What follows belongs to an exercise in optimizing a design on an open flow for a short achievable clock period and few clock cycles; a production flow would make more cautious choices. In this exercise RTL edits were held to simulation tests only and were not proved equivalent to the original. Power is estimated from default activity; no workload was simulated.

File: flow/design.v
`timescale 1ns/1ns
module regFile (
	input  logic                   clk,
	input  logic                   rstN,
	input  logic                   writeEn,
	input  logic [5-1:0] writeAddr,
	input  logic [32-1:0]       writeData,
	input  logic [32-1:0]  readSelA,
	input  logic [32-1:0]  readSelB,
	output logic [32-1:0]       readDataA,
	output logic [32-1:0]       readDataB
);
	logic [32-1:0] regs [1:32-1];
	always_ff @(posedge clk or negedge rstN) begin
		if (!rstN) begin
			for (int i = 1; i < 32; i++) begin
				regs[i] <= '0;
			end
		end else if (writeEn && writeAddr != '0) begin
			regs[writeAddr] <= writeData;
		end
	end
	always_comb begin
		readDataA = '0;
		readDataB = '0;
		for (int i = 1; i < 32; i++) begin
			readDataA = readDataA | ({32{readSelA[i]}} & regs[i]);
			readDataB = readDataB | ({32{readSelB[i]}} & regs[i]);
		end
	end
endmodule
`timescale 1ns/1ns
module executeStage (
	input  logic [32-1:0] eA,
	input  logic [32-1:0] eB,
	input  logic             eOpAdd,
	input  logic             eOpSub,
	input  logic             eOpAnd,
	input  logic             eOpOr,
	input  logic             eOpSlt,
	input  logic [6:0]       selA,
	input  logic [6:0]       selB,    
	input  logic [6:0]       selRt,
	input  logic             useImm,
	input  logic [32-1:0] imm,
	input  logic [32-1:0] mwVal,
	input  logic [32-1:0] rfA,
	input  logic [32-1:0] rfB,
	output logic [32-1:0] alu,
	output logic [32-1:0] nextA,     
	output logic [32-1:0] nextB,     
	output logic [32-1:0] nextRt     
);
	function automatic logic [32:0] ksAdd(
		input logic [32-1:0] a,
		input logic [32-1:0] b,
		input logic             cin
	);
		logic [32-1:0] p0, g, p, gn, pn;
		p0 = a ^ b;
		g  = a & b;
		g[0] = (a[0] & b[0]) | (p0[0] & cin);
		p  = p0;
		for (int l = 0; l < 5; l++) begin
			for (int i = 0; i < 32; i++) begin
				if (i >= (1 << l)) begin
					gn[i] = g[i] | (p[i] & g[i - (1 << l)]);
					pn[i] = p[i] & p[i - (1 << l)];
				end else begin
					gn[i] = g[i];
					pn[i] = p[i];
				end
			end
			g = gn;
			p = pn;
		end
		ksAdd = {g[32-1], p0 ^ {g[32-2:0], cin}};
	endfunction
	logic [32:0]   sumC, diffC, ltC;
	logic [32-1:0] sum, diff, andR, orR;
	logic             lt;
	assign sumC  = ksAdd(eA, eB, 1'b0);
	assign diffC = ksAdd(eA, ~eB, 1'b1);
	assign ltC   = ksAdd({~eA[32-1], eA[32-2:0]}, {eB[32-1], ~eB[32-2:0]}, 1'b1);
	assign sum   = sumC[32-1:0];
	assign diff  = diffC[32-1:0];
	assign lt    = !ltC[32];
	assign andR  = eA & eB;
	assign orR   = eA | eB;
	assign alu = ({32{eOpAdd}} & sum) |
	             ({32{eOpSub}} & diff) |
	             ({32{eOpAnd}} & andR) |
	             ({32{eOpOr}}  & orR) |
	             {{(32-1){1'b0}}, eOpSlt & lt};
	function automatic logic [32-1:0] pickOp(
		input logic [6:0]       sel,
		input logic [32-1:0] rf
	);
		pickOp = ({32{sel[6]}} & sum) |
		         ({32{sel[5]}} & diff) |
		         ({32{sel[4]}} & andR) |
		         ({32{sel[3]}} & orR) |
		         {{(32-1){1'b0}}, sel[2] & lt} |
		         ({32{sel[1]}} & mwVal) |
		         ({32{sel[0]}} & rf);
	endfunction
	assign nextA  = pickOp(selA, rfA);
	assign nextRt = pickOp(selRt, rfB);
	assign nextB  = pickOp(selB, rfB) | ({32{useImm}} & imm);
endmodule
module branchUnit (
	input  logic [32-1:0] eA,
	input  logic [32-1:0] eB,
	input  logic             eBranch,
	input  logic             eOff1,
	input  logic             dJumped,   
	output logic             taken,
	output logic             exRedirect
);
	assign taken      = eBranch && eA == eB;
	assign exRedirect = taken && (!eOff1 || dJumped);
endmodule
module earlyBranch (
	input  logic [32-1:0] eA,
	input  logic [32-1:0] eB,
	input  logic [6:0]       selA,      
	input  logic             active,    
	output logic             resolved,
	output logic             taken
);
	logic [32-1:0] orR;
	logic             zero;
	assign orR  = eA | eB;
	assign zero = (selA[6] && (eA ^ eB) == {orR[32-2:0], 1'b0}) ||
	              (selA[5] && eA == eB) ||
	              (selA[4] && (eA & eB) == '0) ||
	              (selA[3] && orR == '0);
	assign resolved = active && |selA[6:3];
	assign taken    = resolved && zero;
endmodule
`timescale 1ns/1ns
module fetchUnit (
	input  logic [32-1:0] pc,
	input  logic [32-1:0] dPc4,
	input  logic [15:0]      dImm,
	output logic [32-1:0] pc4,
	output logic [32-1:0] dTarget
);
	function automatic logic [32:0] ksAdd(
		input logic [32-1:0] a,
		input logic [32-1:0] b
	);
		logic [32-1:0] p0, g, p, gn, pn;
		p0 = a ^ b;
		g  = a & b;
		p  = p0;
		for (int l = 0; l < 5; l++) begin
			for (int i = 0; i < 32; i++) begin
				if (i >= (1 << l)) begin
					gn[i] = g[i] | (p[i] & g[i - (1 << l)]);
					pn[i] = p[i] & p[i - (1 << l)];
				end else begin
					gn[i] = g[i];
					pn[i] = p[i];
				end
			end
			g = gn;
			p = pn;
		end
		ksAdd = {g[32-1], p0 ^ {g[32-2:0], 1'b0}};
	endfunction
	function automatic logic [32-1:0] incr(input logic [32-1:0] a);
		for (int i = 0; i < 32; i++)
			incr[i] = a[i] ^ ((i == 0) ? 1'b1 : &(a | ~((32'(1) << i) - 32'(1))));
	endfunction
	logic [32-1:0] pcInc;
	logic [32:0]   dC;
	assign pcInc = incr({2'b00, pc[32-1:2]});
	assign pc4   = {pcInc[32-3:0], pc[1:0]};
	assign dC      = ksAdd({2'b00, dPc4[32-1:2]}, {{(32-16){dImm[15]}}, dImm});
	assign dTarget = {dC[32-3:0], dPc4[1:0]};
endmodule
module jumpDecode (
	input  logic [32-1:0] imemData,
	input  logic [7:0]       pcLo,      
	output logic             ifJump,    
	output logic             isSame,    
	output logic [7:0]       fLo
);
	logic [15:0] fImm;
	logic [5:0]  a, b, p0, g, p, gn, pn;
	logic        fShort;
	assign fImm   = imemData[15:0];
	assign a      = pcLo[5:0];
	assign b      = fImm[5:0];
	assign fShort = fImm[15:5] == 11'h000 || fImm[15:5] == 11'h7ff;
	always_comb begin
		p0 = a ^ b;
		g  = a & b;
		g[0] = a[0] | b[0];
		p  = p0;
		for (int l = 0; l < 3; l++) begin
			for (int i = 0; i < 6; i++) begin
				if (i >= (1 << l)) begin
					gn[i] = g[i] | (p[i] & g[i - (1 << l)]);
					pn[i] = p[i] & p[i - (1 << l)];
				end else begin
					gn[i] = g[i];
					pn[i] = p[i];
				end
			end
			g = gn;
			p = pn;
		end
	end
	assign fLo = {pcLo[7:6], p0 ^ {g[4:0], 1'b1}};
	assign isSame = imemData[31:26] == 6'h04 && imemData[25:21] == imemData[20:16] &&
	                fImm != 16'h0000;
	assign ifJump = isSame && fShort && g[5] == fImm[15] && pcLo[5:0] != 6'h3f;
endmodule
module pcMux (
	input  logic [32-1:0] pc,
	input  logic [32-1:0] pc4,
	input  logic             idJump,
	input  logic [32-1:0] dTarget,
	input  logic             stall,
	output logic [32-1:0] pcSeq
);
	assign pcSeq = idJump ? dTarget :
	               stall  ? pc : pc4;
endmodule
module hazardUnit (
	input  logic [32-1:0]       imemData,
	input  logic [32-1:0]       dInstr,
	input  logic                   dStall,     
	input  logic [5-1:0] dest,       
	input  logic                   we,
	input  logic                   isLw,
	input  logic [4:0]             ops,        
	input  logic                   eWe,        
	input  logic [5-1:0] eDest,
	output logic [6:0]             selA_i,
	output logic [6:0]             selA_n,
	output logic [6:0]             selB_i,
	output logic [6:0]             selB_n,
	output logic [6:0]             selRt_i,
	output logic [6:0]             selRt_n,
	output logic                   stall_i,    
	output logic [4:0]             nOps,
	output logic                   nIsLw,
	output logic                   nIsSw,
	output logic                   nCondBeq,
	output logic                   nOff1Z,     
	output logic [5-1:0] nDest,
	output logic                   nWe,        
	output logic                   useImm,
	output logic [32-1:0]       immB
);
	logic [32-1:0]       nInstr;
	logic [5:0]             op, fn;
	logic [15:0]            imm16;
	logic [5-1:0] rs, rt;
	logic                   isR, isAddiu, isLui, isOri, condBeq, useRs, useRtAlu;
	logic                   iss;
	logic                   hitEA, hitMA, hitEB, hitMB;
	assign nInstr = dStall ? dInstr : imemData;
	assign op     = nInstr[31:26];
	assign fn     = nInstr[5:0];
	assign imm16  = nInstr[15:0];
	assign rs     = nInstr[25:21];
	assign rt     = nInstr[20:16];
	assign isR      = op == 6'h00 &&
		(fn == 6'h21 || fn == 6'h23 || fn == 6'h24 || fn == 6'h25 || fn == 6'h2a);
	assign isAddiu  = op == 6'h09;
	assign isLui    = op == 6'h0f;
	assign isOri    = op == 6'h0d;
	assign nIsLw    = op == 6'h23;
	assign nIsSw    = op == 6'h2b;
	assign condBeq  = op == 6'h04 && imm16 != 16'h0000 && rs != rt;
	assign nCondBeq = condBeq;
	assign nOff1Z   = imm16 == 16'h0001 && rt == '0;
	assign useRs    = isR || isAddiu || isOri || nIsLw || nIsSw || condBeq;
	assign useRtAlu = isR || condBeq;
	assign useImm   = isAddiu || isOri || isLui || nIsLw || nIsSw;
	assign immB     = isLui ? {imm16, 16'h0000} :
	                  isOri ? {16'h0000, imm16} :
	                  {{(32-16){imm16[15]}}, imm16};
	assign nOps  = {(isR && fn == 6'h21) || isAddiu || nIsLw || nIsSw,
	                isR && fn == 6'h23,
	                isR && fn == 6'h24,
	                (isR && fn == 6'h25) || isOri || isLui,
	                isR && fn == 6'h2a};
	assign nDest = isR ? nInstr[15:11] : rt;
	assign nWe   = (isR || isAddiu || isOri || isLui || nIsLw) && nDest != '0;
	assign iss   = !dStall;
	assign hitEA = iss && we && dest == rs;
	assign hitEB = iss && we && dest == rt;
	assign hitMA = eWe && eDest == rs;
	assign hitMB = eWe && eDest == rt;
	assign selA_i  = isLui ? 7'b0 :
	                 {hitEA ? ops : 5'b0, !hitEA && hitMA, !hitEA && !hitMA};
	assign selA_n  = isLui ? 7'b0 : {5'b0, hitMA, !hitMA};
	assign selRt_i = {hitEB ? ops : 5'b0, !hitEB && hitMB, !hitEB && !hitMB};
	assign selRt_n = {5'b0, hitMB, !hitMB};
	assign selB_i  = useImm ? 7'b0 : selRt_i;
	assign selB_n  = useImm ? 7'b0 : selRt_n;
	assign stall_i = iss && isLw && we &&
		((useRs && dest == rs) || (useRtAlu && dest == rt));
endmodule
`timescale 1ns/1ns
module mipsPipeline (
	input  logic             clk,
	input  logic             rstN,
	output logic [32-1:0] imemAddr,
	input  logic [32-1:0] imemData,
	output logic [32-1:0] dataAddr,
	output logic [32-1:0] dataWdata,
	output logic             dataWrite,
	input  logic [32-1:0] dataRdata
);
	logic [32-1:0]       pc;
	logic                   dValid;
	logic                   dJumped;   
	logic                   dSame;     
	logic [32-1:0]       dInstr;
	logic [32-1:0]       dPc4;
	logic [32-1:0]  dRsSel;    
	logic [32-1:0]  dRtSel;
	logic                   dStall;    
	logic [6:0]             dSelA;     
	logic [6:0]             dSelB;
	logic [6:0]             dSelRt;
	logic                   dUseImm;
	logic [32-1:0]       dImmB;
	logic [4:0]             dOps;      
	logic                   dIsLw, dIsSw, dCondBeq, dOff1Z, dWe;
	logic [5-1:0] dDest;
	logic                   eWe;       
	logic                   eLoad;     
	logic                   eStore;
	logic                   eBranch;   
	logic                   eOff1;     
	logic                   eStLd;     
	logic                   eOpAdd, eOpSub, eOpAnd, eOpOr, eOpSlt;
	logic [5-1:0] eDest;
	logic [32-1:0]       eA;
	logic [32-1:0]       eB;
	logic [32-1:0]       eRt;
	logic [32-1:0]       eTarget;
	logic                   mWe;
	logic                   mLoad;
	logic                   mWrite;
	logic [5-1:0] mDest;
	logic [32-1:0]       mRes;
	logic [32-1:0]       mSt;
	logic [32-1:0] mwVal;
	assign dataAddr  = mRes;
	assign dataWdata = mSt;
	assign dataWrite = mWrite;
	assign mwVal     = mLoad ? dataRdata : mRes;
	logic [5-1:0] rs, rt;
	logic [15:0]            imm16;
	logic                   opAdd, opSub, opAnd, opOr, opSlt;
	logic                   isLw, isSw, condBeq, we;
	logic [5-1:0] dest;
	logic [32-1:0]       rfA, rfB;
	assign rs    = dInstr[25:21];
	assign rt    = dInstr[20:16];
	assign imm16 = dInstr[15:0];
	assign opAdd   = dOps[4];
	assign opSub   = dOps[3];
	assign opAnd   = dOps[2];
	assign opOr    = dOps[1];
	assign opSlt   = dOps[0];
	assign isLw    = dValid && dIsLw;
	assign isSw    = dValid && dIsSw;
	assign condBeq = dValid && dCondBeq;
	assign dest    = dDest;
	assign we      = dValid && dWe;
	regFile regs (
		.clk       (clk),
		.rstN      (rstN),
		.writeEn   (mWe),
		.writeAddr (mDest),
		.writeData (mwVal),
		.readSelA  (dRsSel),
		.readSelB  (dRtSel),
		.readDataA (rfA),
		.readDataB (rfB)
	);
	logic [32-1:0] alu, nextA, nextB, nextRt;
	logic             taken, exRedirect;
	executeStage ex (
		.eA     (eA),
		.eB     (eB),
		.eOpAdd (eOpAdd),
		.eOpSub (eOpSub),
		.eOpAnd (eOpAnd),
		.eOpOr  (eOpOr),
		.eOpSlt (eOpSlt),
		.selA   (dSelA),
		.selB   (dSelB),
		.selRt  (dSelRt),
		.useImm (dUseImm),
		.imm    (dImmB),
		.mwVal  (mwVal),
		.rfA    (rfA),
		.rfB    (rfB),
		.alu    (alu),
		.nextA  (nextA),
		.nextB  (nextB),
		.nextRt (nextRt)
	);
	logic idResolved, idTakenRaw, idTaken;
	earlyBranch eb (
		.eA       (eA),
		.eB       (eB),
		.selA     (dSelA),
		.active   (condBeq && dOff1Z && !dStall),
		.resolved (idResolved),
		.taken    (idTakenRaw)
	);
	assign idTaken = idTakenRaw && !taken;
	branchUnit br (
		.eA         (eA),
		.eB         (eB),
		.eBranch    (eBranch),
		.eOff1      (eOff1),
		.dJumped    (dSame),
		.taken      (taken),
		.exRedirect (exRedirect)
	);
	logic [32-1:0] pc4, dTarget, pcNext;
	logic [7:0]       fLo;
	logic             ifJump, idJump;
	logic ifSame, ifJumpRaw;
	assign idJump = dValid && dSame && !dJumped;
	assign ifJump = ifJumpRaw && !idJump && !dStall;
	fetchUnit fetch (
		.pc      (pc),
		.dPc4    (dPc4),
		.dImm    (imm16),
		.pc4     (pc4),
		.dTarget (dTarget)
	);
	logic [32-1:0] pcSeq;
	jumpDecode jdec (
		.imemData (imemData),
		.pcLo     (pc[9:2]),
		.ifJump   (ifJumpRaw),
		.isSame   (ifSame),
		.fLo      (fLo)
	);
	pcMux pmux (
		.pc      (pc),
		.pc4     (pc4),
		.idJump  (idJump),
		.dTarget (dTarget),
		.stall   (dStall),
		.pcSeq   (pcSeq)
	);
	assign pcNext = exRedirect          ? eTarget :
	                ifJump && !idTaken  ? {pcSeq[32-1:10], fLo, pcSeq[1:0]} : pcSeq;
	assign imemAddr = pc;
	logic                   issue;      
	logic                   nValid;
	logic [6:0]             selA_i, selA_n, selB_i, selB_n, selRt_i, selRt_n;
	logic                   stall_i, nUseImm;
	logic [32-1:0]       nImmB;
	logic [4:0]             nOps;
	logic                   nIsLw, nIsSw, nCondBeq, nOff1Z, nWe;
	logic [5-1:0] nDest;
	assign issue  = !taken && !dStall;
	assign nValid = exRedirect || idJump || idTaken ? 1'b0 : dStall ? dValid : 1'b1;
	hazardUnit hz (
		.imemData (imemData),
		.dInstr   (dInstr),
		.dStall   (dStall),
		.dest     (dest),
		.we       (we),
		.isLw     (isLw),
		.ops      ({opAdd, opSub, opAnd, opOr, opSlt}),
		.eWe      (eWe),
		.eDest    (eDest),
		.selA_i   (selA_i),
		.selA_n   (selA_n),
		.selB_i   (selB_i),
		.selB_n   (selB_n),
		.selRt_i  (selRt_i),
		.selRt_n  (selRt_n),
		.stall_i  (stall_i),
		.nOps     (nOps),
		.nIsLw    (nIsLw),
		.nIsSw    (nIsSw),
		.nCondBeq (nCondBeq),
		.nOff1Z   (nOff1Z),
		.nDest    (nDest),
		.nWe      (nWe),
		.useImm   (nUseImm),
		.immB     (nImmB)
	);
	always_ff @(posedge clk or negedge rstN) begin
		if (!rstN) begin
			pc     <= 32'h0000_0000;
			dValid <= 1'b0;
			dStall <= 1'b0;
		end else begin
			pc     <= pcNext;
			dValid <= nValid;
			dStall <= stall_i && !taken && !idTaken;
		end
	end
	always_ff @(posedge clk) begin
		if (!dStall) begin
			dInstr  <= imemData;
			dPc4    <= pc4;
			dJumped <= ifJump;
			dSame   <= ifSame;
			dRsSel  <= 32'(1) << imemData[25:21];
			dRtSel  <= 32'(1) << imemData[20:16];
		end
		dSelA   <= taken ? selA_n : selA_i;
		dSelB   <= taken ? selB_n : selB_i;
		dSelRt  <= taken ? selRt_n : selRt_i;
		dUseImm <= nUseImm;
		dImmB   <= nImmB;
		dOps    <= nOps;
		dIsLw   <= nIsLw;
		dIsSw   <= nIsSw;
		dCondBeq <= nCondBeq;
		dOff1Z  <= nOff1Z;
		dDest   <= nDest;
		dWe     <= nWe;
	end
	always_ff @(posedge clk or negedge rstN) begin
		if (!rstN) begin
			eWe     <= 1'b0;
			eLoad   <= 1'b0;
			eStore  <= 1'b0;
			eBranch <= 1'b0;
			eDest   <= '0;
		end else begin
			eWe     <= issue && we;
			eLoad   <= issue && isLw && we;
			eStore  <= issue && isSw;
			eBranch <= issue && condBeq && !idResolved;
			eDest   <= dest;
		end
	end
	always_ff @(posedge clk) begin
		eOff1   <= imm16 == 16'h0001;
		eStLd   <= isSw && eLoad && eDest == rt;
		eOpAdd  <= opAdd;
		eOpSub  <= opSub;
		eOpAnd  <= opAnd;
		eOpOr   <= opOr;
		eOpSlt  <= opSlt;
		eA      <= nextA;
		eB      <= nextB;
		eRt     <= nextRt;
		eTarget <= dTarget;
	end
	always_ff @(posedge clk or negedge rstN) begin
		if (!rstN) begin
			mWe    <= 1'b0;
			mLoad  <= 1'b0;
			mWrite <= 1'b0;
			mDest  <= '0;
		end else begin
			mWe    <= eWe;
			mLoad  <= eLoad;
			mWrite <= eStore;
			mDest  <= eDest;
		end
	end
	always_ff @(posedge clk) begin
		mRes <= alu;
		mSt  <= eStLd ? dataRdata : eRt;
	end
endmodule
File: flow/flow/run.sh
#!/bin/bash
# Layout flow: the standard ORFS flow (standard.sh: the standard
# synthesis script and steps), with these settings changed:
#  - port buffers are buf_6 instead of the default delay-buffer cell, and
#  - the cells in flow/dont_use.txt (4-input OR/NOR, 5-input AOI/OAI,
#    majority and adder cells; slow or hard to optimise around) are added
#    to the platform's don't-use list, so synthesis maps to other gates.
# make's full output goes to flow_make.log in this folder; ORFS keeps each
# step's log under orfs/logs/.
set -euo pipefail
here=$(pwd)
{
	echo "include $here/config.mk"
	echo "export BUFFER_PORTS_ARGS = -buffer_cell sky130_fd_sc_hd__buf_6"
	echo "export DONT_USE_CELLS = $(tr '\n' ' ' < "$here/flow/dont_use.txt")"
} > "$here/flow_config.mk"
bash standard.sh "DESIGN_CONFIG=$here/flow_config.mk" finish > flow_make.log 2>&1
File: flow/flow/dont_use.txt
sky130_fd_sc_hd__or4_0
sky130_fd_sc_hd__or4_1
sky130_fd_sc_hd__or4_2
sky130_fd_sc_hd__or4_4
sky130_fd_sc_hd__or4b_0
sky130_fd_sc_hd__or4b_1
sky130_fd_sc_hd__or4b_2
sky130_fd_sc_hd__or4b_4
sky130_fd_sc_hd__or4bb_0
sky130_fd_sc_hd__or4bb_1
sky130_fd_sc_hd__or4bb_2
sky130_fd_sc_hd__or4bb_4
sky130_fd_sc_hd__nor4_0
sky130_fd_sc_hd__nor4_1
sky130_fd_sc_hd__nor4_2
sky130_fd_sc_hd__nor4_4
sky130_fd_sc_hd__nor4b_0
sky130_fd_sc_hd__nor4b_1
sky130_fd_sc_hd__nor4b_2
sky130_fd_sc_hd__nor4b_4
sky130_fd_sc_hd__nor4bb_0
sky130_fd_sc_hd__nor4bb_1
sky130_fd_sc_hd__nor4bb_2
sky130_fd_sc_hd__nor4bb_4
sky130_fd_sc_hd__a2111o_0
sky130_fd_sc_hd__a2111o_1
sky130_fd_sc_hd__a2111o_2
sky130_fd_sc_hd__a2111o_4
sky130_fd_sc_hd__a2111oi_0
sky130_fd_sc_hd__a2111oi_1
sky130_fd_sc_hd__a2111oi_2
sky130_fd_sc_hd__a2111oi_4
sky130_fd_sc_hd__o2111a_0
sky130_fd_sc_hd__o2111a_1
sky130_fd_sc_hd__o2111a_2
sky130_fd_sc_hd__o2111a_4
sky130_fd_sc_hd__o2111ai_0
sky130_fd_sc_hd__o2111ai_1
sky130_fd_sc_hd__o2111ai_2
sky130_fd_sc_hd__o2111ai_4
sky130_fd_sc_hd__fa_0
sky130_fd_sc_hd__fa_1
sky130_fd_sc_hd__fa_2
sky130_fd_sc_hd__fa_4
sky130_fd_sc_hd__ha_0
sky130_fd_sc_hd__ha_1
sky130_fd_sc_hd__ha_2
sky130_fd_sc_hd__ha_4
sky130_fd_sc_hd__maj3_0
sky130_fd_sc_hd__maj3_1
sky130_fd_sc_hd__maj3_2
sky130_fd_sc_hd__maj3_4
sky130_fd_sc_hd__fah_0
sky130_fd_sc_hd__fah_1
sky130_fd_sc_hd__fah_2
sky130_fd_sc_hd__fah_4
sky130_fd_sc_hd__fahcin_0
sky130_fd_sc_hd__fahcin_1
sky130_fd_sc_hd__fahcin_2
sky130_fd_sc_hd__fahcin_4
sky130_fd_sc_hd__fahcon_0
sky130_fd_sc_hd__fahcon_1
sky130_fd_sc_hd__fahcon_2
sky130_fd_sc_hd__fahcon_4
File: flow/standard.sh
#!/bin/bash
# synth_recipe.tcl (not shown) runs the flow's synth.tcl, then flattens the netlist and writes it again
# the make line also repeats each setting of config.mk as NAME=value (left out here)
make -C /OpenROAD-flow-scripts/flow DESIGN_CONFIG=/design/flow/config.mk WORK_HOME=/design/flow/orfs CLKGATE_MAP_FILE= SYNTH_SCRIPT=/design/flow/synth_recipe.tcl "${@:-finish}"
File: flow/config.mk
export PLATFORM = sky130hd
export DESIGN_NAME = mipsPipeline
export DESIGN_NICKNAME = mipsPipeline
export VERILOG_FILES = /design/flow/design.v
export SDC_FILE = /design/flow/constraint.sdc
export NUM_CORES = 4
export LEC_CHECK = 0
export ABC_CLOCK_PERIOD_IN_PS = 10
export CAP_MARGIN = 20
export CELL_PAD_IN_SITES_DETAIL_PLACEMENT = 1
export CELL_PAD_IN_SITES_GLOBAL_PLACEMENT = 2
export CORE_MARGIN = 2
export CORE_UTILIZATION = 40
export SETUP_SLACK_MARGIN = 4.6
export SLEW_MARGIN = 20
export SYNTH_HIERARCHICAL = 1
export SYNTH_MINIMUM_KEEP_SIZE = 0
File: flow/constraint.sdc
create_clock -name core_clock -period 7.5 [get_ports {clk}]
set_input_delay 1.5000 -clock core_clock [delete_from_list [all_inputs] [get_ports {clk}]]
set_output_delay 1.5000 -clock core_clock [all_outputs]
set_load 0.01 [all_outputs]
==> summary.md, run 1 <==
| Metric | Value |
|---|---|
| Wl on met1 | 170000 µm |
| Core area | 188000 µm² |
| Detailed Route WL | 414000 µm |
| Area Overhead vs Synth | 22.3% |
| RSZ-0062 raised after global routing | true |
| CP Max Fanout | 7 |
| CTS tree | done |
| Slew @ Worst Pin | 1.21 ns |
| Routed wire per std cell | 42.1 µm |
| Outcome | finished clean |
| Post-route ant nets | 0 |
| Post-Synthesis Cells | 6895 |
| Synthesized cell area | 76000 µm² |
| Root buf cell | clkbuf_16 |
| H-Tree Depth | 4 |
| First-pass GRT wire length | 562000 µm |
| Detailed Place HPWL | 238000 µm |
| Vias | 69500 |
| Final setup vio count | 0 |
| Worst min-delay path class | reg2reg |
| Max Clk Rate | 0.313 GHz |
| DRC Markers | 0 |
| Syn_area_per_cell | 11.0 µm² |
| Total Routing Usage GR | 0.415 |
| GRT Residual Overflow | 0 |
| Met2 WL | 170000 µm |
| Largest net degree at the start of global routing | 160 |
| PD cells | 205 nW/µm² |
| CTS Hold Bufs | 0 |
| Max layer used | met5 |
| Final Max Slew Viols | 0 |
| Die ar. | 193000 µm² |
| Filler cell count | 19400 |
| Final hold violation count | 0 |
| Peak supply drop | 0.242 mV |
| Design area | 92900 µm² |
| Setup TNS | 0 ns |
| WP data arrival | 3.92 ns |
| Initial antenna violation count | 17 |
| Critical path class | reg2reg |
| Number of core rows | 159 |
| Yosys Warn Count | 12 |
| CP Launch Type | register |
| Clock buffer depth | 3 |
| GPL Wtd Cong | 0.893 |
| Final Cycle Share | 0.426 |
| Clk sink count | 1439 |
| Nets | 7271 |
| PortBufs | 162 |
| Clock-pin slew on the worst setup and hold paths | 0.06 ns |
| Num CTS Buffers | 170 |
| Drt pass-1 iters | 10 |
| Vias in the first global route | 68000 |
| Clock period minus worst slack | 3.19 ns |
| Starting DRT DRC Count | 10500 |
| Initial Util | 0.404 |
| Chip Width | 440 µm |
| Worst hold slack | 0.366 ns |
| Pleak | 37.9 nW |
| Dpl cell area | 79900 µm² |
| Top-level port count | 163 |
| Met3 WL | 47000 µm |
| Die height | 440 µm |
| Share of layout cells above drive strength 1 | 0.347 |
| Clock Latency Late Sink | 0.85 ns |
| Maxcap violations | 0 |
| Dpl cells | 9107 |
| Mean number of vias per cell | 7.06 |
| Worst Hold Depth | 0 |
| Worst Clk Skew | 0.0412 ns |
| CP required | 8.22 ns |
| Reg2reg path depth | 9 |
| Finished Layout Cells | 9841 |
| Relative slew slack | 0.194 |
| CP Capture Type | register |
-- state kept, by name, indices dropped and copies added (netlist names), 7 cells and up --
register   cells
dSelRt         7
eA            32
eTarget       32
dInstr        32
eB            32
dPc4          32
mRes          32
dSelB          7
regs.regs    992
dSelA          7
mSt           32
dImmB         32
eRt           32
dRsSel        31
pc            32
dRtSel        31
-- timing repair --
item,in CTS,in global routing
setup endpoints to repair,805,238
buffers inserted,283,124
resized for setup,527,266
endpoints found under the hold margin,0,0
gates cloned,11,3
pin swaps,122,159
-- where the power goes --
part	total (mW)	internal [mW]	switching, mW
clock network	8.46	4.87	3.60
registers	8.32	8.06	0.255
logic	2.25	0.917	1.34
total	19.0	13.8	5.19
-- layer usage --
layer  vias to the layer above  GRT usage
met5                         -          0
met3                      1121      0.118
met1                     36600      0.570
met4                        14      0.224
li1                      27200          -
met2                      4562      0.585
-- critical path, cell delays in order, from the launching register on --
cell	delay (ns)
edfxtp_1	0.45
buf_12	0.17
buf_16	0.15
buf_16	0.17
a222oi_1	0.39
and3_1	0.23
nand4_1	0.56
a222oi_1	0.52
o21ai_1	0.14
a221o_1	0.27
-- cell usage in the layout, fill, tap and decap left out, types with 23 or more instances in the layout --
| cell type | n |
|---|---|
| xnor2_1 | 175 |
| clkbuf_16 | 179 |
| dfxtp_1 | 211 |
| buf_4 | 430 |
| buf_6 | 216 |
| nand3_1 | 58 |
| nand4_1 | 133 |
| a31oi_1 | 40 |
| mux2i_1 | 61 |
| o211ai_1 | 42 |
| dfrtp_1 | 1016 |
| o31ai_1 | 23 |
| mux2_2 | 1070 |
| nor3_1 | 42 |
| dfxtp_4 | 44 |
| mux2_1 | 30 |
| a21oi_1 | 217 |
| inv_1 | 59 |
| clkbuf_1 | 45 |
| nand2b_1 | 48 |
| xor2_1 | 59 |
| a22oi_1 | 954 |
| and2_1 | 31 |
| clkinv_2 | 23 |
| dfrtp_2 | 26 |
| a221o_1 | 108 |
| o21ai_0 | 142 |
| and3_1 | 75 |
| and4_1 | 201 |
| edfxtp_1 | 128 |
| buf_16 | 25 |
| nor2_1 | 282 |
| a222oi_1 | 127 |
| buf_12 | 84 |
| o21ai_1 | 67 |
| nor2_4 | 32 |
| clkbuf_8 | 37 |
| nand2_1 | 212 |
-- worst paths after layout --
| path | from | slack, ns | end |
|---|---|---|---|
| min in group asynchronous | rstN | 0.64 | regs.regs[6][28] |
| worst max register to register | dRsSel[20] | 4.31 | eA[28] |
| worst max-delay path | dRsSel[20] | 4.31 | eA[28] |
| worst min-delay path | dDest[1] | 0.37 | eDest[1] |
| max in group asynchronous | rstN | 5.11 | regs.regs[18][17] |
| worst min register to register | dDest[1] | 0.37 | eDest[1] |
-- cell type report --
cell class	count	area (µm²)	area share
Multi-Input combinational cell	4745	39800	0.428
Sequential cell	1439	35500	0.382
Timing Repair Buffer	781	8600	0.0925
Clock buffer	259	5110	0.0550
Tap cell	2495	3120	0.0336
Clock inverter	46	484	0.00521
Inverter	68	278	0.00299
Antenna cell	8	20.0	0.000216
-- through the flow --
stage	power [mW]	utilization	setup WS, ns
after floorplan	9.38	-	4.36
after global placement	10.2	0.425	3.41
after detailed placement	10.2	0.425	3.32
after CTS	18.9	0.481	4.42
after global routing	19.6	0.493	4.33
final	19.0	0.494	4.31
Testbench counts, summed over its fixed seeds: cycles 56,085.
==> run 2, diff against run 1 <==
--- a/flow/design.v
+++ b/flow/design.v
@@ -188,19 +188,19 @@
 	output logic [7:0]       fLo
 );
 	logic [15:0] fImm;
-	logic [5:0]  a, b, p0, g, p, gn, pn;
+	logic [7:0]  a, b, p0, g, p, gn, pn;
 	logic        fShort;
 	assign fImm   = imemData[15:0];
-	assign a      = pcLo[5:0];
-	assign b      = fImm[5:0];
-	assign fShort = fImm[15:5] == 11'h000 || fImm[15:5] == 11'h7ff;
+	assign a      = pcLo;
+	assign b      = fImm[7:0];
+	assign fShort = fImm[15:7] == 9'h000 || fImm[15:7] == 9'h1ff;
 	always_comb begin
 		p0 = a ^ b;
 		g  = a & b;
 		g[0] = a[0] | b[0];
 		p  = p0;
 		for (int l = 0; l < 3; l++) begin
-			for (int i = 0; i < 6; i++) begin
+			for (int i = 0; i < 8; i++) begin
 				if (i >= (1 << l)) begin
 					gn[i] = g[i] | (p[i] & g[i - (1 << l)]);
 					pn[i] = p[i] & p[i - (1 << l)];
@@ -213,10 +213,10 @@
 			p = pn;
 		end
 	end
-	assign fLo = {pcLo[7:6], p0 ^ {g[4:0], 1'b1}};
+	assign fLo = p0 ^ {g[6:0], 1'b1};
 	assign isSame = imemData[31:26] == 6'h04 && imemData[25:21] == imemData[20:16] &&
 	                fImm != 16'h0000;
-	assign ifJump = isSame && fShort && g[5] == fImm[15] && pcLo[5:0] != 6'h3f;
+	assign ifJump = isSame && fShort && g[7] == fImm[15] && pcLo != 8'hff;
 endmodule
 module pcMux (
 	input  logic [32-1:0] pc,
==> flow/flow/run.sh (replaced) <==
#!/bin/bash
# Layout flow: the standard ORFS flow (standard.sh: the standard
# synthesis script and steps), with these settings changed:
#  - port buffers are buf_6 instead of the default delay-buffer cell,
#  - timing repair may change a cell's footprint, and
#  - the cells in flow/dont_use.txt (4-input OR/NOR, 5-input AOI/OAI,
#    majority and adder cells; slow or hard to optimise around) are added
#    to the platform's don't-use list, so synthesis maps to other gates.
# make's full output goes to flow_make.log in this folder; ORFS keeps each
# step's log under orfs/logs/.
set -euo pipefail
here=$(pwd)
{
	echo "include $here/config.mk"
	echo "export BUFFER_PORTS_ARGS = -buffer_cell sky130_fd_sc_hd__buf_6"
	echo "export DONT_USE_CELLS = $(tr '\n' ' ' < "$here/flow/dont_use.txt")"
} > "$here/flow_config.mk"
bash standard.sh \
	"DESIGN_CONFIG=$here/flow_config.mk" \
	"MATCH_CELL_FOOTPRINT=0" \
	finish > flow_make.log 2>&1
--- a/flow/config.mk
+++ b/flow/config.mk
@@ -7,11 +7,9 @@
 export LEC_CHECK = 0
 export ABC_CLOCK_PERIOD_IN_PS = 10
 export CAP_MARGIN = 20
-export CELL_PAD_IN_SITES_DETAIL_PLACEMENT = 1
-export CELL_PAD_IN_SITES_GLOBAL_PLACEMENT = 2
 export CORE_MARGIN = 2
 export CORE_UTILIZATION = 40
-export SETUP_SLACK_MARGIN = 4.6
+export SETUP_SLACK_MARGIN = 5.0
 export SLEW_MARGIN = 20
 export SYNTH_HIERARCHICAL = 1
 export SYNTH_MINIMUM_KEEP_SIZE = 0
==> summary.md, run 2 <==
| Metric | Value |
|---|---|
| Clock Latency Late Sink | 0.83 ns (-0.02 ns) |
| Num CTS Buffers | 156 (-8.2%) |
| GPL Wtd Cong | 1.02 (+14%) |
| Final setup vio count | 0 (unchanged) |
| Relative slew slack | 0.152 (-0.0425) |
| Mean number of vias per cell | 7.17 (+1.6%) |
| Routed wire per std cell | 38.1 µm (-9.6%) |
| Number of core rows | 160 (+0.63%) |
| Share of layout cells above drive strength 1 | 0.374 (+0.0273) |
| Clk sink count | 1439 (unchanged) |
| Core area | 190000 µm² (+0.74%) |
| Detailed Route WL | 377000 µm (-8.9%) |
| Peak supply drop | 0.232 mV (-4.2%) |
| Hold path startpoint | eStore |
| Maxcap violations | 0 (unchanged) |
| Final hold violation count | 0 (unchanged) |
| H-Tree Depth | 4 (unchanged) |
| Reg2reg path depth | 7 (-2) |
| CP Max Fanout | 32 (+25) |
| RSZ-0062 raised after global routing | true |
| Max Clk Rate | 0.332 GHz (+5.9%) |
| R2r setup slk | 4.48 ns (+0.18 ns) |
| Nets | 7326 (+0.76%) |
| Worst min-delay path class | reg2reg |
| Synthesized cell area | 76100 µm² (about the same) |
| First-pass GRT wire length | 513000 µm (-8.7%) |
| Area Overhead vs Synth | 24.2% |
| Setup TNS | 0 ns (unchanged) |
| DRC Markers | 0 (unchanged) |
| Design area | 94500 µm² (+1.7%) |
| Critical path class | reg2reg |
| Total Routing Usage GR | 0.371 (-0.0435) |
| GRT Residual Overflow | 0 (unchanged) |
| Root buf cell | clkbuf_16 |
| Post-route ant nets | 0 (unchanged) |
| Worst Hold Depth | 0 (unchanged) |
| Pleak | 38.3 nW (+1.0%) |
| Yosys Warn Count | 12 (unchanged) |
| Outcome | finished clean |
| Post-Synthesis Cells | 6904 (+0.13%) |
| PD cells | 204 nW/µm² (-0.56%) |
| Max reg flops | 992 (unchanged) |
| PortBufs | 162 (unchanged) |
| CTS tree | done |
| Final Cycle Share | 0.402 (-0.0239) |
| Dpl cell area | 80400 µm² (+0.58%) |
| Chip Width | 440 µm (about the same) |
| R2R Path Start | dRsSel[27] |
| CP Launch Type | register |
| Worst Clk Skew | 0.0510 ns (+0.00987 ns) |
| Starting DRT DRC Count | 13800 (+32%) |
| CP Capture Type | register |
| Largest net degree at the start of global routing | 179 (+12%) |
| Slew @ Worst Pin | 1.27 ns (+0.0637 ns) |
| WP data arrival | 3.71 ns (-0.21 ns) |
| Initial antenna violation count | 14 (-3) |
| Top-level port count | 163 (unchanged) |
| Die ar. | 194000 µm² (about the same) |
| Vias | 71100 (+2.3%) |
| Clock-pin slew on the worst setup and hold paths | 0.06 ns (about the same) |
| Vias in the first global route | 67600 (-0.55%) |
| Register name with the most flops | regs.regs |
| CTS Hold Bufs | 0 (unchanged) |
| Commonest non-fill, non-tap cell in the layout | mux2_2 |
| Clock buffer depth | 3 (unchanged) |
| Die height | 440 µm (about the same) |
| Drt pass-1 iters | 14 (+4) |
| Filler cell count | 16500 (-15%) |
| Clock period minus worst slack | 3.02 ns (-0.179 ns) |
| Initial Util | 0.401 (-0.00255) |
| Hold endpoint | mWrite |
| Detailed Place HPWL | 201000 µm (-16%) |
| Final Max Slew Viols | 0 (unchanged) |
| CP required | 8.20 ns (-0.02 ns) |
| Syn_area_per_cell | 11.0 µm² (about the same) |
| R2R Path End | eA[30] |
| Commonest non-fill, non-tap cells in the layout | mux2_2 (1044), dfrtp_1 (1019), a22oi_1 (951), buf_4 (410), buf_6 (281) |
-- run 2: critical path, stage by stage (launching register included) --
cell and delay (ns):
edfxtp_1 0.40, buf_6 0.30, a22oi_1 0.33, and4_1 0.24, nand4_1 0.47, a222oi_1 0.62, o21ai_1 0.12, a221o_1 0.27
-- run 2: layout make-up --
cell class	instances	area, µm²	share of cell area
Timing Repair Buffer	836	9100	0.0964
Inverter	69	289	0.00306
Tap cell	2511	3140	0.0333
Antenna cell	12	30.0	0.000318
Sequential cell	1439	35700	0.378
Multi-Input combinational cell	4758	40800	0.432
Clock inverter	55	746	0.00789
Clock buffer	233	4650	0.0492
-- run 2: worst max-delay path by stage --
stage	start	to	slack, ns	cells past startpoint
global placement	imemData[16]	pc[4]	3.67	10
detailed placement	eA[5]	eRt[23]	3.60	8
global route	dInstr[15]	pc[31]	4.46	11
finish	dRsSel[27]	eA[30]	4.48	7
floorplan	imemData[31]	dSelA[1]	4.39	8
CTS	pc[11]	imemAddr[11]	4.53	1
-- run 2: per-stage QoR --
step	hold slack [ns]	util	power [mW]	worst slack, ns	cells
after floorplan	0.331	-	9.44	4.39	6918
after global placement	0.340	0.424	10.2	3.67	9100
after detailed placement	0.345	0.424	10.2	3.60	9100
after CTS	0.347	0.484	18.9	4.53	9746
after global routing	0.353	0.498	19.7	4.46	9902
final	0.347	0.498	19.3	4.48	9913
-- run 2: power by group --
| group | switching (mW) | internal (mW) | total [mW] |
|---|---|---|---|
| Clock | 3.49 | 4.76 | 8.25 |
| Sequential | 0.250 | 8.05 | 8.30 |
| Combinational | 1.50 | 1.20 | 2.70 |
-- run 2: what timing repair did --
| action | CTS | global route |
|---|---|---|
| buffers inserted | 345 | 145 |
| gates cloned | 13 | 10 |
| endpoints found under the hold margin | 0 | 0 |
| endpoints found under the setup margin | 1115 | 564 |
| resized for setup | 749 | 276 |
| pin swaps | 272 | 139 |
-- run 2: per-layer routing --
| layer | up-vias | GRT usage | wire length, µm |
|---|---|---|---|
| met2 | 6499 | 0.503 | 149000 |
| li1 | 27300 | - | - |
| met4 | 18 | 0.241 | 31000 |
| met5 | - | 0.00447 | 253 |
| met3 | 1731 | 0.164 | 60400 |
| met1 | 35500 | 0.474 | 137000 |
Testbench counts of run 2, summed over its fixed seeds: cycles 55,813.
==> run 3, diff against run 2 <==
--- a/flow/design.v
+++ b/flow/design.v
@@ -120,24 +120,6 @@
 	assign taken      = eBranch && eA == eB;
 	assign exRedirect = taken && (!eOff1 || dJumped);
 endmodule
-module earlyBranch (
-	input  logic [32-1:0] eA,
-	input  logic [32-1:0] eB,
-	input  logic [6:0]       selA,      
-	input  logic             active,    
-	output logic             resolved,
-	output logic             taken
-);
-	logic [32-1:0] orR;
-	logic             zero;
-	assign orR  = eA | eB;
-	assign zero = (selA[6] && (eA ^ eB) == {orR[32-2:0], 1'b0}) ||
-	              (selA[5] && eA == eB) ||
-	              (selA[4] && (eA & eB) == '0) ||
-	              (selA[3] && orR == '0);
-	assign resolved = active && |selA[6:3];
-	assign taken    = resolved && zero;
-endmodule
 `timescale 1ns/1ns
 module fetchUnit (
 	input  logic [32-1:0] pc,
@@ -250,7 +232,6 @@
 	output logic                   nIsLw,
 	output logic                   nIsSw,
 	output logic                   nCondBeq,
-	output logic                   nOff1Z,     
 	output logic [5-1:0] nDest,
 	output logic                   nWe,        
 	output logic                   useImm,
@@ -278,7 +259,6 @@
 	assign nIsSw    = op == 6'h2b;
 	assign condBeq  = op == 6'h04 && imm16 != 16'h0000 && rs != rt;
 	assign nCondBeq = condBeq;
-	assign nOff1Z   = imm16 == 16'h0001 && rt == '0;
 	assign useRs    = isR || isAddiu || isOri || nIsLw || nIsSw || condBeq;
 	assign useRtAlu = isR || condBeq;
 	assign useImm   = isAddiu || isOri || isLui || nIsLw || nIsSw;
@@ -333,7 +313,7 @@
 	logic                   dUseImm;
 	logic [32-1:0]       dImmB;
 	logic [4:0]             dOps;      
-	logic                   dIsLw, dIsSw, dCondBeq, dOff1Z, dWe;
+	logic                   dIsLw, dIsSw, dCondBeq, dWe;
 	logic [5-1:0] dDest;
 	logic                   eWe;       
 	logic                   eLoad;     
@@ -411,16 +391,6 @@
 		.nextB  (nextB),
 		.nextRt (nextRt)
 	);
-	logic idResolved, idTakenRaw, idTaken;
-	earlyBranch eb (
-		.eA       (eA),
-		.eB       (eB),
-		.selA     (dSelA),
-		.active   (condBeq && dOff1Z && !dStall),
-		.resolved (idResolved),
-		.taken    (idTakenRaw)
-	);
-	assign idTaken = idTakenRaw && !taken;
 	branchUnit br (
 		.eA         (eA),
 		.eB         (eB),
@@ -459,8 +429,8 @@
 		.stall   (dStall),
 		.pcSeq   (pcSeq)
 	);
-	assign pcNext = exRedirect          ? eTarget :
-	                ifJump && !idTaken  ? {pcSeq[32-1:10], fLo, pcSeq[1:0]} : pcSeq;
+	assign pcNext = exRedirect ? eTarget :
+	                ifJump     ? {pcSeq[32-1:10], fLo, pcSeq[1:0]} : pcSeq;
 	assign imemAddr = pc;
 	logic                   issue;      
 	logic                   nValid;
@@ -468,10 +438,10 @@
 	logic                   stall_i, nUseImm;
 	logic [32-1:0]       nImmB;
 	logic [4:0]             nOps;
-	logic                   nIsLw, nIsSw, nCondBeq, nOff1Z, nWe;
+	logic                   nIsLw, nIsSw, nCondBeq, nWe;
 	logic [5-1:0] nDest;
 	assign issue  = !taken && !dStall;
-	assign nValid = exRedirect || idJump || idTaken ? 1'b0 : dStall ? dValid : 1'b1;
+	assign nValid = exRedirect || idJump ? 1'b0 : dStall ? dValid : 1'b1;
 	hazardUnit hz (
 		.imemData (imemData),
 		.dInstr   (dInstr),
@@ -493,7 +463,6 @@
 		.nIsLw    (nIsLw),
 		.nIsSw    (nIsSw),
 		.nCondBeq (nCondBeq),
-		.nOff1Z   (nOff1Z),
 		.nDest    (nDest),
 		.nWe      (nWe),
 		.useImm   (nUseImm),
@@ -507,7 +476,7 @@
 		end else begin
 			pc     <= pcNext;
 			dValid <= nValid;
-			dStall <= stall_i && !taken && !idTaken;
+			dStall <= stall_i && !taken;
 		end
 	end
 	always_ff @(posedge clk) begin
@@ -528,7 +497,6 @@
 		dIsLw   <= nIsLw;
 		dIsSw   <= nIsSw;
 		dCondBeq <= nCondBeq;
-		dOff1Z  <= nOff1Z;
 		dDest   <= nDest;
 		dWe     <= nWe;
 	end
@@ -543,7 +511,7 @@
 			eWe     <= issue && we;
 			eLoad   <= issue && isLw && we;
 			eStore  <= issue && isSw;
-			eBranch <= issue && condBeq && !idResolved;
+			eBranch <= issue && condBeq;
 			eDest   <= dest;
 		end
 	end
==> summary.md, run 3 <==
| Metric | Value |
|---|---|
| Finished Layout Cells | 9726 (-1.9%) |
| Die height | 436 µm (-0.86%) |
| Psw | 5.17 mW (-1.3%) |
| Clock buffer depth | 3 (unchanged) |
| Grt met1 use | 0.470 (-0.00435) |
| First-pass GRT wire length | 501000 µm (-2.4%) |
| Post-Synthesis Cells | 6708 (-2.8%) |
| Reg2reg path depth | 8 (+1) |
| CP max stage delay | 0.63 ns (about the same) |
| Final hold violation count | 0 (unchanged) |
| Worst hold slack | 0.376 ns (+0.0283 ns) |
| Setup TNS | 0 ns (unchanged) |
| Number of core rows | 158 (-1.3%) |
| Final worst setup slack | 4.53 ns (+0.0421 ns) |
| Die ar. | 190000 µm² (-1.7%) |
| Hold endpoint | eTarget[0] |
| Detailed Route WL | 367000 µm (-2.7%) |
| DRC Markers | 0 (unchanged) |
| Mean number of vias per cell | 7.16 (-0.20%) |
| Peak supply drop | 0.255 mV (+10%) |
| Worst Hold Depth | 0 (unchanged) |
| Area Overhead vs Synth | 25.5% |
| CP Capture Type | register |
| Hold path startpoint | dPc4[0] |
| Syn_area_per_cell | 11.1 µm² (+1.2%) |
| H-Tree Depth | 4 (unchanged) |
| Clock Latency Late Sink | 0.83 ns (about the same) |
| Register name with the most flops | regs.regs |
| Root buf cell | clkbuf_16 |
| Total Routing Usage GR | 0.366 (-0.00483) |
| Internal power | 13.9 mW (-0.75%) |
| Relative slew slack | 0.224 (+0.0720) |
| Core area | 186000 µm² (-2.1%) |
| Outcome | finished clean |
| Sequential Power Share | 0.434 (+0.003) |
| Vias | 69600 (-2.1%) |
| Design area | 93800 µm² (-0.70%) |
| Final setup vio count | 0 (unchanged) |
| WP data arrival | 3.67 ns (-0.04 ns) |
| Fin util | 0.505 (+0.00707) |
| Dpl cell area | 79100 µm² (-1.5%) |
| Dpl cells | 8896 (-2.2%) |
| Pleak | 38.2 nW (-0.23%) |
| Drt pass-1 iters | 11 (-3) |
| Synthesized cell area | 74800 µm² (-1.7%) |
| CTS Hold Bufs | 0 (unchanged) |
| Commonest non-fill, non-tap cells in the layout | mux2_2 (1033), dfrtp_1 (1014), a22oi_1 (931), buf_4 (414), buf_6 (291) |
| R2R Path Start | dRsSel[4] |
| Critical Path, Cell by Cell | buf_8, buf_8, a22oi_1, and4_1, nand4_1, a222oi_1, o21ai_1, a221o_1 |
| Chip Width | 436 µm (-0.86%) |
| Total power | 19.1 mW (-0.91%) |
| Final Cycle Share | 0.396 (-0.00561) |
| Post-route ant nets | 0 (unchanged) |
| Routed wire per std cell | 37.7 µm (-0.80%) |
| GRT Residual Overflow | 0 (unchanged) |
| Top-level port count | 163 (unchanged) |
| Initial Util | 0.403 (+0.00149) |
| GPL Wtd Cong | 0.973 (-4.4%) |
| Max Clk Rate | 0.336 GHz (+1.4%) |
| Clock-pin slew on the worst setup and hold paths | 0.07 ns (about the same) |
| Share of layout cells above drive strength 1 | 0.386 (+0.0117) |
| Critical-path top delay cell | a222oi_1 |
| R2r setup slk | 4.53 ns (+0.04 ns) |
| Starting DRT DRC Count | 13700 (-1.0%) |
| Nets | 7176 (-2.0%) |
| Commonest non-fill, non-tap cell in the layout | mux2_2 |
| Combinational Power Share | 0.142 (+0.002) |
| Worst min-delay path class | reg2reg |
| R2R Path End | eA[29] |
| Slew @ Worst Pin | 1.16 ns (-0.108 ns) |
| Num CTS Buffers | 154 (-1.3%) |
| RSZ-0062 raised after global routing | true |
| CP Max Fanout | 21 (-34%) |
| CP required | 8.20 ns (about the same) |
| Clk sink count | 1438 (-0.069%) |
| PD cells | 203 nW/µm² (-0.21%) |
| CTS tree | done |
| Final Max Slew Viols | 0 (unchanged) |
| Grt met3 use | 0.167 (+0.00330) |
| Grt met2 use | 0.494 (-0.00897) |
| Filler cell count | 16000 (-3.4%) |
| Largest net degree at the start of global routing | 172 (-3.9%) |
| Yosys Warn Count | 12 (unchanged) |
| Worst Clk Skew | 0.0513 ns (+0.000322 ns) |
| Critical path class | reg2reg |
| CP Launch Type | register |
| Dpl ws | 3.75 ns (+0.155 ns) |
| Initial antenna violation count | 10 (-4) |
| Clk pwr share | 0.423 (-0.005) |
| PortBufs | 162 (unchanged) |
| Vias in the first global route | 65200 (-3.5%) |
| Maxcap violations | 0 (unchanged) |
| Top Usage Layer GRT | met2 |
| Switching share of power | 0.271 (-0.00113) |
| Count of buffer and inverter cells on the critical path | 2 (+1) |
| Detailed Place HPWL | 194000 µm (-3.8%) |
| Crit-path leading delay family | compound AO/OA/AOI/OAI gates |
| Clock period minus worst slack | 2.97 ns (-0.0421 ns) |
| Max reg flops | 992 (unchanged) |
| Crit-path most repeated cell | buf_8 |
[run 3: worst max-delay path by stage]
stage          depth (start not counted)    startpoint      endpoint  slack [ns]
2_1_floorplan                          9   imemData[0]         pc[2]        4.46
3_3_place_gp                          10  imemData[16]         pc[5]        3.69
3_5_place_dp                           9         eA[5]      mRes[27]        3.75
4_1_cts                                1        pc[18]  imemAddr[18]        4.55
5_1_grt                               14       dPc4[2]        pc[30]        4.46
6_report                               8     dRsSel[4]        eA[29]        4.53
[run 3: power groups by stage]
| stage | sequential, mW | combinational (mW) | clock, mW |
|---|---|---|---|
| floorplan | 8.37 | 1.03 | 0 |
| global placement | 8.51 | 1.62 | 0 |
| detailed placement | 8.52 | 1.63 | 0 |
| CTS | 8.28 | 2.32 | 8.07 |
| global route | 8.30 | 2.84 | 8.37 |
| finish | 8.29 | 2.71 | 8.07 |
[run 3: final cells by class]
| type | count | area [µm²] | share of cell area |
|---|---|---|---|
| multi-input combinational | 4572 | 39700 | 0.423 |
| sequential | 1438 | 35600 | 0.380 |
| timing repair buffer | 878 | 9870 | 0.105 |
| clock buffer | 223 | 4550 | 0.0485 |
| tap | 2480 | 3100 | 0.0331 |
| clock inverter | 56 | 682 | 0.00727 |
| inverter | 66 | 267 | 0.00284 |
| antenna | 13 | 32.5 | 0.000347 |
[run 3: metal layers]
layer	share of wire	routed length [µm]
met5	0.00068	248
met4	0.081	29700
met3	0.17	60800
met2	0.39	145000
met1	0.36	132000
[run 3: timing repair]
action                                   CTS  global route
pin swaps                                266           199
setup buffers                            356           148
cloned                                    22            11
resized for setup                        842           300
endpoints found under the setup margin  1093          1048
Testbench counts of run 3, summed over its fixed seeds: cycles 56,903.
==> run 4, diff against run 3 <==
--- a/flow/design.v
+++ b/flow/design.v
@@ -38,6 +38,8 @@
 	input  logic             eOpAnd,
 	input  logic             eOpOr,
 	input  logic             eOpSlt,
+	input  logic             eInv,    
+	input  logic             nInv,    
 	input  logic [6:0]       selA,
 	input  logic [6:0]       selB,    
 	input  logic [6:0]       selRt,
@@ -76,19 +78,15 @@
 		end
 		ksAdd = {g[32-1], p0 ^ {g[32-2:0], cin}};
 	endfunction
-	logic [32:0]   sumC, diffC, ltC;
-	logic [32-1:0] sum, diff, andR, orR;
+	logic [32:0]   sumC;
+	logic [32-1:0] sum, andR, orR;
 	logic             lt;
-	assign sumC  = ksAdd(eA, eB, 1'b0);
-	assign diffC = ksAdd(eA, ~eB, 1'b1);
-	assign ltC   = ksAdd({~eA[32-1], eA[32-2:0]}, {eB[32-1], ~eB[32-2:0]}, 1'b1);
+	assign sumC  = ksAdd(eA, eB, eInv);
 	assign sum   = sumC[32-1:0];
-	assign diff  = diffC[32-1:0];
-	assign lt    = !ltC[32];
+	assign lt    = (eA[32-1] ^ ~eB[32-1]) ? eA[32-1] : sum[32-1];
 	assign andR  = eA & eB;
 	assign orR   = eA | eB;
-	assign alu = ({32{eOpAdd}} & sum) |
-	             ({32{eOpSub}} & diff) |
+	assign alu = ({32{eOpAdd || eOpSub}} & sum) |
 	             ({32{eOpAnd}} & andR) |
 	             ({32{eOpOr}}  & orR) |
 	             {{(32-1){1'b0}}, eOpSlt & lt};
@@ -96,8 +94,7 @@
 		input logic [6:0]       sel,
 		input logic [32-1:0] rf
 	);
-		pickOp = ({32{sel[6]}} & sum) |
-		         ({32{sel[5]}} & diff) |
+		pickOp = ({32{sel[6] || sel[5]}} & sum) |
 		         ({32{sel[4]}} & andR) |
 		         ({32{sel[3]}} & orR) |
 		         {{(32-1){1'b0}}, sel[2] & lt} |
@@ -106,7 +103,7 @@
 	endfunction
 	assign nextA  = pickOp(selA, rfA);
 	assign nextRt = pickOp(selRt, rfB);
-	assign nextB  = pickOp(selB, rfB) | ({32{useImm}} & imm);
+	assign nextB  = (pickOp(selB, rfB) | ({32{useImm}} & imm)) ^ {32{nInv}};
 endmodule
 module branchUnit (
 	input  logic [32-1:0] eA,
@@ -170,19 +167,19 @@
 	output logic [7:0]       fLo
 );
 	logic [15:0] fImm;
-	logic [7:0]  a, b, p0, g, p, gn, pn;
+	logic [5:0]  a, b, p0, g, p, gn, pn;
 	logic        fShort;
 	assign fImm   = imemData[15:0];
-	assign a      = pcLo;
-	assign b      = fImm[7:0];
-	assign fShort = fImm[15:7] == 9'h000 || fImm[15:7] == 9'h1ff;
+	assign a      = pcLo[5:0];
+	assign b      = fImm[5:0];
+	assign fShort = fImm[15:5] == 11'h000 || fImm[15:5] == 11'h7ff;
 	always_comb begin
 		p0 = a ^ b;
 		g  = a & b;
 		g[0] = a[0] | b[0];
 		p  = p0;
 		for (int l = 0; l < 3; l++) begin
-			for (int i = 0; i < 8; i++) begin
+			for (int i = 0; i < 6; i++) begin
 				if (i >= (1 << l)) begin
 					gn[i] = g[i] | (p[i] & g[i - (1 << l)]);
 					pn[i] = p[i] & p[i - (1 << l)];
@@ -195,10 +192,10 @@
 			p = pn;
 		end
 	end
-	assign fLo = p0 ^ {g[6:0], 1'b1};
+	assign fLo = {pcLo[7:6], p0 ^ {g[4:0], 1'b1}};
 	assign isSame = imemData[31:26] == 6'h04 && imemData[25:21] == imemData[20:16] &&
 	                fImm != 16'h0000;
-	assign ifJump = isSame && fShort && g[7] == fImm[15] && pcLo != 8'hff;
+	assign ifJump = isSame && fShort && g[5] == fImm[15] && pcLo[5:0] != 6'h3f;
 endmodule
 module pcMux (
 	input  logic [32-1:0] pc,
@@ -322,6 +319,7 @@
 	logic                   eOff1;     
 	logic                   eStLd;     
 	logic                   eOpAdd, eOpSub, eOpAnd, eOpOr, eOpSlt;
+	logic                   eInv;      
 	logic [5-1:0] eDest;
 	logic [32-1:0]       eA;
 	logic [32-1:0]       eB;
@@ -378,6 +376,8 @@
 		.eOpAnd (eOpAnd),
 		.eOpOr  (eOpOr),
 		.eOpSlt (eOpSlt),
+		.eInv   (eInv),
+		.nInv   (opSub || opSlt),
 		.selA   (dSelA),
 		.selB   (dSelB),
 		.selRt  (dSelRt),
@@ -523,6 +523,7 @@
 		eOpAnd  <= opAnd;
 		eOpOr   <= opOr;
 		eOpSlt  <= opSlt;
+		eInv    <= opSub || opSlt;
 		eA      <= nextA;
 		eB      <= nextB;
 		eRt     <= nextRt;
==> summary.md, run 4 <==
| Metric | Value |
|---|---|
| Final setup vio count | 0 (unchanged) |
| Filler cell count | 15900 (-0.50%) |
| Outcome | finished clean |
| Maxcap violations | 0 (unchanged) |
| Number of core rows | 156 (-1.3%) |
| DRC Markers | 0 (unchanged) |
| Commonest non-fill, non-tap cell in the layout | mux2_2 |
| Chip Width | 430 µm (-1.4%) |
| Mean number of vias per cell | 7.15 (-0.13%) |
| Share of layout cells above drive strength 1 | 0.391 (+0.00491) |
| Top-level port count | 163 (unchanged) |
| PortBufs | 162 (unchanged) |
| Max reg flops | 992 (unchanged) |
| Pleak | 36.5 nW (-4.5%) |
| Detailed Place HPWL | 180000 µm (-7.3%) |
| Peak supply drop | 0.203 mV (-21%) |
| Total Routing Usage GR | 0.354 (-0.0119) |
| Grt met2 use | 0.482 (-0.0125) |
| Initial antenna violation count | 9 (-1) |
| Core area | 181000 µm² (-2.6%) |
| First-pass GRT wire length | 470000 µm (-6.2%) |
| Slew @ Worst Pin | 1.17 ns (+0.00588 ns) |
| Yosys Warn Count | 12 (unchanged) |
| Fin util | 0.495 (-0.0102) |
| Register area | 35600 µm² (about the same) |
| Clk sink count | 1439 (+0.070%) |
| CP required | 8.21 ns (about the same) |
| Final hold violation count | 0 (unchanged) |
| CTS Hold Bufs | 0 (unchanged) |
| GPL Wtd Cong | 0.947 (-2.7%) |
| Die height | 430 µm (-1.4%) |
| CTS tree | done |
| Syn_area_per_cell | 11.5 µm² (+2.9%) |
| Drt pass-1 iters | 11 (unchanged) |
| Detailed Route WL | 347000 µm (-5.4%) |
| Final Max Slew Viols | 0 (unchanged) |
| Worst min-delay path class | reg2reg |
| Top Usage Layer GRT | met2 |
| Clock buffer depth | 3 (unchanged) |
| Commonest non-fill, non-tap cells in the layout | mux2_2 (1038), dfrtp_1 (1018), a22oi_1 (897), buf_4 (349), buf_6 (282) |
| Vias | 65300 (-6.1%) |
| Worst Clk Skew | 0.0508 ns (-0.000514 ns) |
| CP Launch Type | register |
| Num CTS Buffers | 154 (unchanged) |
| CP Capture Type | register |
| Max Clk Rate | 0.334 GHz (-0.57%) |
| Critical path class | reg2reg |
| Setup TNS | 0 ns (unchanged) |
| Routed wire per std cell | 38.0 µm (+0.60%) |
| Initial Util | 0.402 (about the same) |
| Nets | 6708 (-6.5%) |
| WP data arrival | 3.70 ns (+0.03 ns) |
| Clock period minus worst slack | 2.99 ns (+0.0171 ns) |
| Register name with the most flops | regs.regs |
| Post-Synthesis Cells | 6344 (-5.4%) |
| Root buf cell | clkbuf_16 |
| Area taken by multi-input logic gates | 37300 µm² (-6.0%) |
| PD cells | 204 nW/µm² (+0.43%) |
| Final Cycle Share | 0.399 (+0.00227) |
| RSZ-0062 raised after global routing | true |
| Synthesized cell area | 72700 µm² (-2.7%) |
| Clock-pin slew on the worst setup and hold paths | 0.06 ns (about the same) |
| Grt met1 use | 0.461 (-0.00914) |
| Die ar. | 185000 µm² (-2.7%) |
| Clock Latency Late Sink | 0.85 ns (+0.02 ns) |
| H-Tree Depth | 4 (unchanged) |
| GRT Residual Overflow | 0 (unchanged) |
| Area Overhead vs Synth | 23.1% |
| Post-route ant nets | 0 (unchanged) |
| CP Max Fanout | 6 (-71%) |
| Vias in the first global route | 61800 (-5.2%) |
| Starting DRT DRC Count | 12700 (-7.3%) |
| Largest net degree at the start of global routing | 176 (+2.3%) |
| Relative slew slack | 0.220 (-0.00392) |
| Grt met3 use | 0.154 (-0.0134) |
run 4: worst max-delay path, cell delays in order (launching register included):
cell	delay [ns]
dfxtp_4	0.38
o211ai_4	0.25
nand3_2	0.14
a211o_4	0.39
o21bai_4	0.24
a31oi_4	0.19
buf_6	0.16
buf_6	0.10
a31o_4	0.23
a21oi_4	0.21
xor2_4	0.27
o221ai_2	0.14
xnor2_1	0.16
run 4: where the power goes:
group / switching, mW / total (mW) / internal (mW)
Combinational: 1.20 / 2.06 / 0.868
Clock: 3.46 / 7.93 / 4.47
Sequential: 0.229 / 8.29 / 8.06
Total: 4.88 / 18.3 / 13.4
run 4: cell type report:
cell class	count	share of cell area
flip-flops and latches	1439	0.398
repair buffers	750	0.0919
well taps	2370	0.0331
clock buffers	214	0.0499
inverters	63	0.00273
clock inverters	61	0.00752
multi-input cells	4234	0.417
diodes	11	0.000308
run 4: path summary, 6_finish.rpt:
check	from	endpoint	slack [ns]	cells past startpoint
max in group asynchronous	rstN	regs.regs[30][15]	5.18	3
min in group asynchronous	rstN	regs.regs[21][5]	0.53	1
min	dPc4[0]	eTarget[0]	0.39	0
max	eB[1]	eB[28]	4.51	12
min reg2reg	dPc4[0]	eTarget[0]	0.39	0
max reg2reg	eB[1]	eB[28]	4.51	12
run 4: through the flow:
stage / area (µm²) / hold slack, ns / power [mW] / std cells / worst slack [ns]
after global placement: 76800 / 0.361 / 9.89 / 8424 / 3.82
after CTS: 86000 / 0.395 / 18.0 / 8950 / 4.55
final: 89500 / 0.389 / 18.3 / 9142 / 4.51
after global routing: 89500 / 0.411 / 18.7 / 9132 / 4.44
after floorplan: 73300 / 0.331 / 9.24 / 6358 / 4.56
after detailed placement: 76800 / 0.367 / 9.90 / 8426 / 3.77
run 4: layer usage:
metal | vias up | wire length (µm)
met4 | 16 | 26900
met3 | 1480 | 56400
met1 | 32800 | 127000
met5 | - | 255
li1 | 25100 | -
met2 | 5938 | 137000
run 4: timing repair:
item	in CTS	in global routing
gates resized for setup	544	387
gates cloned	9	18
hold endpoints to repair	0	0
setup buffers	240	162
setup endpoints to repair	1097	854
pin swaps	145	161
Testbench counts of run 4, summed over its fixed seeds: cycles 57,175.

port drivers added, routing unchanged:
Ports are ideal in the flow. The routed layouts listed here were re-timed in OpenROAD.
Step 1 sets driving cells, clkbuf_16 on the clock port and buf_2 on the other inputs (assumed; they add their load-dependent delay and slew).
Step 2 also shifts input and output timing later by t, the mid clock arrival at the registers, as if the neighbouring blocks saw the same clock.
a / b / c = ideal / step 1 / step 2; a / b = the first two.
| run | t, ns | setup WS [ns] | worst setup path at the end | latest minus earliest clock arrival (ns) | cell pins on the clock port's net |
|---|---|---|---|---|---|
| run 1 | 0.923 | 4.305 / 4.305 / 3.869 | input to register | 0.046 / 0.046 | 1 |
| run 2 | 0.895 | 4.484 / 4.484 / 3.962 | input to register | 0.059 / 0.058 | 1 |
| run 3 | 0.897 | 4.526 / 4.497 / 4.026 | input to register | 0.055 / 0.055 | 1 |
| run 4 | 0.909 | 4.509 / 4.483 / 3.992 | input to register | 0.070 / 0.069 | 1 |
After both steps setup and hold are still met in every run listed. The setup slack of run 2, which loses most, moves by 0.000 ns with the drivers and by -0.522 ns with both steps.
